Context: an optimization exercise on an open-source flow, tuned for small area. The choices shown serve that exercise and are no tape-out recipe. Function was checked by simulation only, so behaviour that the tests miss may differ from the original. No activity file was given, so power comes from the tool's default toggle rates.

Design running_mean_stddev, start of the top module:
module running_mean_stddev #(
    parameter int MAX_COUNT   = 65536,
    parameter int FRAC_BITS   = 16
) (
    input  logic        aclk,
    input  logic        aresetn,
    input  logic        s_axis_tvalid,
    output logic        s_axis_tready,
    input  logic [15:0] s_axis_tdata,    
    input  logic        s_axis_tlast,
    output logic        m_axis_tvalid,
    input  logic        m_axis_tready,
    output logic [87:0] m_axis_tdata,    
    input  logic        psel,
    input  logic        penable,
    input  logic        pwrite,
    input  logic [1:0]  paddr,
    input  logic [31:0] pwdata,
    output logic [31:0] prdata,
    output logic        pready
);
    logic [16:0]        cnt;
    logic [31:0]        sum;
    logic [46:0]        sq;
    logic               ovf;
    logic               mode;
    logic               busy, valid;
    logic               accept, go, take;
    logic signed [15:0] xg;
    logic [2:0]         pc, pc_n;          
    logic [16:0]        cnt_n;
    logic [31:0]        sum_n;
    logic [46:0]        sq_n;
    logic               ovf_n;
    assign pready = 1'b1;
    assign prdata = {31'd0, mode};
    assign s_axis_tready = ~(s_axis_tlast & (busy | valid));
    assign accept = s_axis_tvalid & s_axis_tready;
    assign go     = accept & s_axis_tlast;
    assign take   = accept & ~cnt[16];
    assign xg     = take ? s_axis_tdata : 16'd0;
    rms_add #(.W(17)) u_cnt (.a(cnt), .b(17'd0), .ci(take), .s(cnt_n), .co());
    logic        sum_c16, sum_up, sum_dn;
    logic [15:0] sum_p1, sum_p0;
    rms_add #(.W(16)) u_sum (.a(sum[15:0]), .b(xg), .ci(1'b0), .s(sum_n[15:0]), .co(sum_c16));
    assign sum_up = sum_c16 & ~xg[15];
    assign sum_dn = ~sum_c16 & xg[15];
  ...
Size in the first run: about 2100 cells after synthesis, about 180 I/O pins, about 20000 sq um of cells after synthesis.
==> flow/config.mk <==
export PLATFORM = sky130hd
export DESIGN_NAME = running_mean_stddev
export DESIGN_NICKNAME = running_mean_stddev
export VERILOG_FILES = /design/flow/design.v
export SDC_FILE = /design/flow/constraint.sdc
export NUM_CORES = 4
export LEC_CHECK = 0
export CAP_MARGIN = 20
export CORE_MARGIN = 2
export CORE_UTILIZATION = 40
export SLEW_MARGIN = 20
==> flow/constraint.sdc <==
create_clock -name core_clock -period 11.0 [get_ports {aclk}]
set_input_delay 2.2000 -clock core_clock [delete_from_list [all_inputs] [get_ports {aclk}]]
set_output_delay 2.2000 -clock core_clock [all_outputs]
set_load 0.01 [all_outputs]
standard.sh (not shown) runs the stock make flow with config.mk's settings and CLKGATE_MAP_FILE= SYNTH_SCRIPT=/design/flow/synth_recipe.tcl, a recipe that flattens the netlist after the stock synthesis.
==> flow/flow/run.sh <==
#!/bin/bash
# The standard layout (standard.sh) with these changes:
#  - after the standard synthesis, flow/invopt.py removes inverters around the
#    full adders (a full adder is self-dual) and merges gate+inverter pairs
#    into complement gates; then flow/reabc.py has Yosys map the
#    combinational cells again with the synthesis's ABC command but the ABC
#    script flow/abc_reabc.script (two syn2/dch/nf rounds, then ORFS's
#    buffering and sizing), while
#    registers, full/half adders and tie cells stay as they are;
#  - each port's buffer is the smallest buffer cell (every port still gets its
#    own buffer);
#  - the constant outputs share one tie cell per value (no tie fanout repair);
#  - clock tree synthesis inserts no dummy loads and uses clkbuf_8 with
#    clusters of at most 18 sinks.
# Logs here: synth_make.log, invopt.log, reabc.log, flow_make.log; each
# tool's full log is under orfs/logs/.
set -euo pipefail
RES="$PWD/orfs/results/$FLOW_PLATFORM/running_mean_stddev/base"
LOGS="$PWD/orfs/logs/$FLOW_PLATFORM/running_mean_stddev/base"
YOSYS="$FLOW_HOME/../tools/install/yosys/bin/yosys"
bash standard.sh "$RES/1_2_yosys.v" > synth_make.log 2>&1
cp "$RES/1_2_yosys.v" "$RES/1_2_yosys.std.v"
python3 flow/invopt.py "$RES/1_2_yosys.std.v" "$RES/1_2_yosys.inv.v" > invopt.log 2>&1
python3 flow/reabc.py --script flow/abc_reabc.script "$LOGS/1_2_yosys.log" "$RES/1_2_yosys.inv.v" "$RES/1_2_yosys.abc.v" "$FLOW_TOP" > reabc.ys
"$YOSYS" -s reabc.ys > reabc.log 2>&1
cp "$RES/1_2_yosys.abc.v" "$RES/1_2_yosys.v"
export SKIP_REPAIR_TIE_FANOUT=1
export BUFFER_PORTS_ARGS="-buffer_cell sky130_fd_sc_hd__buf_1"
export CTS_ARGS="-sink_clustering_enable -repair_clock_nets -dont_use_dummy_load -buf_list sky130_fd_sc_hd__clkbuf_8 -sink_clustering_size 18 -sink_clustering_max_diameter 60"
bash standard.sh finish > flow_make.log 2>&1
==> flow/flow/abc_reabc.script <==
&get -n
&st
&syn2
&dch
&nf
&st
&syn2
&dch
&nf
&put
buffer -c
topo
stime -c
upsize -c
dnsize -c
==> flow/flow/reabc.py <==
#!/usr/bin/env python3
"""Write a Yosys script that maps a gate netlist's combinational cells again
with the same ABC command the standard synthesis ran (its script, liberty,
dont-use list, driver/load constraints and period, read from the synthesis
log), while every register, full adder, half adder and tie cell stays as it is
(a black box); then tie cells and pass-through buffers go in as in ORFS's
synthesis.

With --script FILE that ABC script replaces the synthesis's one.

usage: reabc.py [--script FILE] SYNTH_LOG IN.v OUT.v TOP > script.ys
"""
import re
import shlex
import sys

argv = sys.argv[1:]
script = None
if argv and argv[0] == "--script":
    script = argv[1]
    argv = argv[2:]
log, src, dst, top = argv[:4]
abc_cmd = None
for line in open(log):
    if line.startswith("abc -script "):
        abc_cmd = line.strip()
if abc_cmd is None:
    sys.exit("no abc command in " + log)
args = shlex.split(abc_cmd)
if script is not None:
    import os
    args[args.index("-script") + 1] = os.path.abspath(script)
    abc_cmd = " ".join(shlex.quote(a) for a in args)
libs = [args[i + 1] for i, a in enumerate(args) if a == "-liberty"]
used = set(re.findall(r"\b(sky130_fd_sc_hd__\w+)\s+\S+\s*\(", open(src).read()))
keep = sorted(c for c in used if re.search(r"__(df|edf|sdf|dl|fa_|ha_|conb)", c))
for lib in libs:
    print(f"read_liberty -ignore_miss_func {lib}")
for c in keep:
    print(f"setattr -mod -set blackbox 1 {c}")
print(f"read_verilog {src}")
print(f"hierarchy -check -top {top}")
print("flatten")
print("opt_clean -purge")
print(abc_cmd)
print("splitnets")
print("opt_clean -purge")
print("hilomap -singleton -hicell sky130_fd_sc_hd__conb_1 HI -locell sky130_fd_sc_hd__conb_1 LO")
print("insbuf -buf sky130_fd_sc_hd__buf_4 A X")
print("opt_clean -purge")
print(f"write_verilog -noattr -nohex -nodec {dst}")
Other scripts of this flow, unchanged in this note and not shown: flow/flow/invopt.py
The first run produced a clean layout.
Change:
--- a/flow/flow/run.sh
+++ b/flow/flow/run.sh
@@ -5,5 +5,3 @@
 #    into complement gates; then flow/reabc.py has Yosys map the
-#    combinational cells again with the synthesis's ABC command but the ABC
-#    script flow/abc_reabc.script (two syn2/dch/nf rounds, then ORFS's
-#    buffering and sizing), while
+#    combinational cells again with the synthesis's own ABC command, while
 #    registers, full/half adders and tie cells stay as they are;
@@ -23,3 +21,3 @@
 python3 flow/invopt.py "$RES/1_2_yosys.std.v" "$RES/1_2_yosys.inv.v" > invopt.log 2>&1
-python3 flow/reabc.py --script flow/abc_reabc.script "$LOGS/1_2_yosys.log" "$RES/1_2_yosys.inv.v" "$RES/1_2_yosys.abc.v" "$FLOW_TOP" > reabc.ys
+python3 flow/reabc.py "$LOGS/1_2_yosys.log" "$RES/1_2_yosys.inv.v" "$RES/1_2_yosys.abc.v" "$FLOW_TOP" > reabc.ys
 "$YOSYS" -s reabc.ys > reabc.log 2>&1
--- a/flow/flow/reabc.py
+++ b/flow/flow/reabc.py
@@ -8,5 +8,3 @@
 
-With --script FILE that ABC script replaces the synthesis's one.
-
-usage: reabc.py [--script FILE] SYNTH_LOG IN.v OUT.v TOP > script.ys
+usage: reabc.py SYNTH_LOG IN.v OUT.v TOP > script.ys
 """
@@ -16,8 +14,3 @@
 
-argv = sys.argv[1:]
-script = None
-if argv and argv[0] == "--script":
-    script = argv[1]
-    argv = argv[2:]
-log, src, dst, top = argv[:4]
+log, src, dst, top = sys.argv[1:5]
 abc_cmd = None
@@ -29,6 +22,2 @@
 args = shlex.split(abc_cmd)
-if script is not None:
-    import os
-    args[args.index("-script") + 1] = os.path.abspath(script)
-    abc_cmd = " ".join(shlex.quote(a) for a in args)
 libs = [args[i + 1] for i, a in enumerate(args) if a == "-liberty"]
removed: flow/flow/abc_reabc.script
After rerunning:
- routed wire length came out higher by 2.7%
- first-iteration DRC count goes down by 15%
- cell area climbs by 0.45%
- register-to-register slack is better by 160 ps
- die area climbs by 1.6%
Change:
--- a/flow/flow/run.sh
+++ b/flow/flow/run.sh
@@ -5,3 +5,5 @@
 #    into complement gates; then flow/reabc.py has Yosys map the
-#    combinational cells again with the synthesis's own ABC command, while
+#    combinational cells again with the synthesis's ABC command but the ABC
+#    script flow/abc_reabc.script (two syn2/dch/nf rounds, then ORFS's
+#    buffering and sizing), while
 #    registers, full/half adders and tie cells stay as they are;
@@ -11,3 +13,3 @@
 #  - clock tree synthesis inserts no dummy loads and uses clkbuf_8 with
-#    clusters of at most 18 sinks.
+#    clusters of at most 17 sinks.
 # Logs here: synth_make.log, invopt.log, reabc.log, flow_make.log; each
@@ -21,3 +23,3 @@
 python3 flow/invopt.py "$RES/1_2_yosys.std.v" "$RES/1_2_yosys.inv.v" > invopt.log 2>&1
-python3 flow/reabc.py "$LOGS/1_2_yosys.log" "$RES/1_2_yosys.inv.v" "$RES/1_2_yosys.abc.v" "$FLOW_TOP" > reabc.ys
+python3 flow/reabc.py --script flow/abc_reabc.script "$LOGS/1_2_yosys.log" "$RES/1_2_yosys.inv.v" "$RES/1_2_yosys.abc.v" "$FLOW_TOP" > reabc.ys
 "$YOSYS" -s reabc.ys > reabc.log 2>&1
@@ -26,3 +28,3 @@
 export BUFFER_PORTS_ARGS="-buffer_cell sky130_fd_sc_hd__buf_1"
-export CTS_ARGS="-sink_clustering_enable -repair_clock_nets -dont_use_dummy_load -buf_list sky130_fd_sc_hd__clkbuf_8 -sink_clustering_size 18 -sink_clustering_max_diameter 60"
+export CTS_ARGS="-sink_clustering_enable -repair_clock_nets -dont_use_dummy_load -buf_list sky130_fd_sc_hd__clkbuf_8 -sink_clustering_size 17 -sink_clustering_max_diameter 55"
 bash standard.sh finish > flow_make.log 2>&1
==> flow/flow/abc_reabc.script (new file) <==
&get -n
&st
&syn2
&dch
&nf
&st
&syn2
&dch
&nf
&put
buffer -c
topo
stime -c
upsize -c
dnsize -c
--- a/flow/flow/reabc.py
+++ b/flow/flow/reabc.py
@@ -8,3 +8,5 @@
 
-usage: reabc.py SYNTH_LOG IN.v OUT.v TOP > script.ys
+With --script FILE that ABC script replaces the synthesis's one.
+
+usage: reabc.py [--script FILE] SYNTH_LOG IN.v OUT.v TOP > script.ys
 """
@@ -14,3 +16,8 @@
 
-log, src, dst, top = sys.argv[1:5]
+argv = sys.argv[1:]
+script = None
+if argv and argv[0] == "--script":
+    script = argv[1]
+    argv = argv[2:]
+log, src, dst, top = argv[:4]
 abc_cmd = None
@@ -22,2 +29,6 @@
 args = shlex.split(abc_cmd)
+if script is not None:
+    import os
+    args[args.index("-script") + 1] = os.path.abspath(script)
+    abc_cmd = " ".join(shlex.quote(a) for a in args)
 libs = [args[i + 1] for i, a in enumerate(args) if a == "-liberty"]
Outcome:
- The changed run completed without violations
- setup slack got worse by 230 ps
- synthesized cell count is about the same
- power came out higher by 2.3%
- worst hold slack improved by 53 ps
- critical path depth went up by 3
- final cell count barely changes
- flip-flop and latch count stays the same
- final area is about the same
Change:
==> flow/flow/run.sh (replaced) <==
#!/bin/bash
# The standard layout (standard.sh) with these changes:
#  - after the standard synthesis, flow/invopt.py removes inverters around the
#    full adders (a full adder is self-dual) and merges gate+inverter pairs
#    into complement gates; then flow/reabc.py has Yosys map the
#    combinational cells again with the synthesis's own ABC command minus its
#    buffering and sizing (the layout's repair does those), while registers,
#    full/half adders and tie cells stay as they are;
#  - each port's buffer is the smallest buffer cell (every port still gets its
#    own buffer);
#  - the constant outputs share one tie cell per value (no tie fanout repair);
#  - clock tree synthesis inserts no dummy loads and uses clkbuf_8 with
#    clusters of at most 18 sinks.
# Logs here: synth_make.log, invopt.log, reabc.log, flow_make.log; each
# tool's full log is under orfs/logs/.
set -euo pipefail
RES="$PWD/orfs/results/$FLOW_PLATFORM/running_mean_stddev/base"
LOGS="$PWD/orfs/logs/$FLOW_PLATFORM/running_mean_stddev/base"
YOSYS="$FLOW_HOME/../tools/install/yosys/bin/yosys"
bash standard.sh "$RES/1_2_yosys.v" > synth_make.log 2>&1
cp "$RES/1_2_yosys.v" "$RES/1_2_yosys.std.v"
python3 flow/invopt.py "$RES/1_2_yosys.std.v" "$RES/1_2_yosys.inv.v" > invopt.log 2>&1
python3 flow/reabc.py --nobuf "$LOGS/1_2_yosys.log" "$RES/1_2_yosys.inv.v" "$RES/1_2_yosys.abc.v" "$FLOW_TOP" > reabc.ys
"$YOSYS" -s reabc.ys > reabc.log 2>&1
cp "$RES/1_2_yosys.abc.v" "$RES/1_2_yosys.v"
export SKIP_REPAIR_TIE_FANOUT=1
export BUFFER_PORTS_ARGS="-buffer_cell sky130_fd_sc_hd__buf_1"
export CTS_ARGS="-sink_clustering_enable -repair_clock_nets -dont_use_dummy_load -buf_list sky130_fd_sc_hd__clkbuf_8 -sink_clustering_size 18 -sink_clustering_max_diameter 60"
bash standard.sh finish > flow_make.log 2>&1
--- a/flow/flow/reabc.py
+++ b/flow/flow/reabc.py
@@ -8,5 +8,6 @@
 
-With --script FILE that ABC script replaces the synthesis's one.
+With --nobuf the ABC script's buffering and gate sizing commands are left
+out (the layout's own repair sizes and buffers the gates).
 
-usage: reabc.py [--script FILE] SYNTH_LOG IN.v OUT.v TOP > script.ys
+usage: reabc.py [--nobuf] SYNTH_LOG IN.v OUT.v TOP > script.ys
 """
@@ -16,7 +17,4 @@
 
-argv = sys.argv[1:]
-script = None
-if argv and argv[0] == "--script":
-    script = argv[1]
-    argv = argv[2:]
+NOBUF = "--nobuf" in sys.argv
+argv = [a for a in sys.argv[1:] if a != "--nobuf"]
 log, src, dst, top = argv[:4]
@@ -29,5 +27,10 @@
 args = shlex.split(abc_cmd)
-if script is not None:
+if NOBUF:
     import os
-    args[args.index("-script") + 1] = os.path.abspath(script)
+    i = args.index("-script")
+    keep_lines = [l for l in open(args[i + 1])
+                  if not re.match(r"\s*(buffer|topo|stime|upsize|dnsize)\b", l)]
+    scr = os.path.join(os.path.dirname(os.path.abspath(dst)), "reabc_nobuf.script")
+    open(scr, "w").write("".join(keep_lines))
+    args[i + 1] = scr
     abc_cmd = " ".join(shlex.quote(a) for a in args)
removed: flow/flow/abc_reabc.script
- maximum frequency rose by 3.8%
- clock skew rose by 8.6 ps
- design area rose by 0.42%
- final cell count fell by 0.78%

-- afterwards: timing with drivers on the ports --
The results above use ideal ports. As a check the final layouts listed here were re-extracted and re-timed, cells and wires unchanged. Step 1 (the two cells are an assumption about what drives the block):
set clk [get_ports {aclk}]
set_driving_cell -lib_cell sky130_fd_sc_hd__clkbuf_16 $clk
set_driving_cell -lib_cell sky130_fd_sc_hd__buf_2 [delete_from_list [all_inputs] $clk]
Step 2 also shifts input and output timing later by t, the mid clock arrival at the registers, as if the neighbouring blocks saw the same clock. Slacks: ideal / step 1 / step 2; pairs: ideal / step 1.
run | t (ns) | slack for setup (ns) | worst setup path after step 2 | latest minus earliest clock arrival (ns) | slew at the worst register clock pin (ns)
the first run | 0.675 | 0.264 / 0.294 / -0.382 | input to register | 0.080 / 0.079 | 0.12 / 0.12
the second run | 0.669 | 0.513 / 0.527 / -0.142 | input to register | 0.085 / 0.084 | 0.11 / 0.11
the third run | 0.630 | 0.282 / 0.310 / -0.320 | input to register | 0.070 / 0.070 | 0.10 / 0.10
the fourth run | 0.629 | 0.674 / 0.674 / 0.167 | input to register | 0.079 / 0.079 | 0.11 / 0.11
With both steps, setup timing fails in the first run, the second run and the third run, where it was met with ideal ports. For the second run, which loses most, drivers alone change the setup slack by +0.014 ns; drivers and shift together by -0.655 ns.
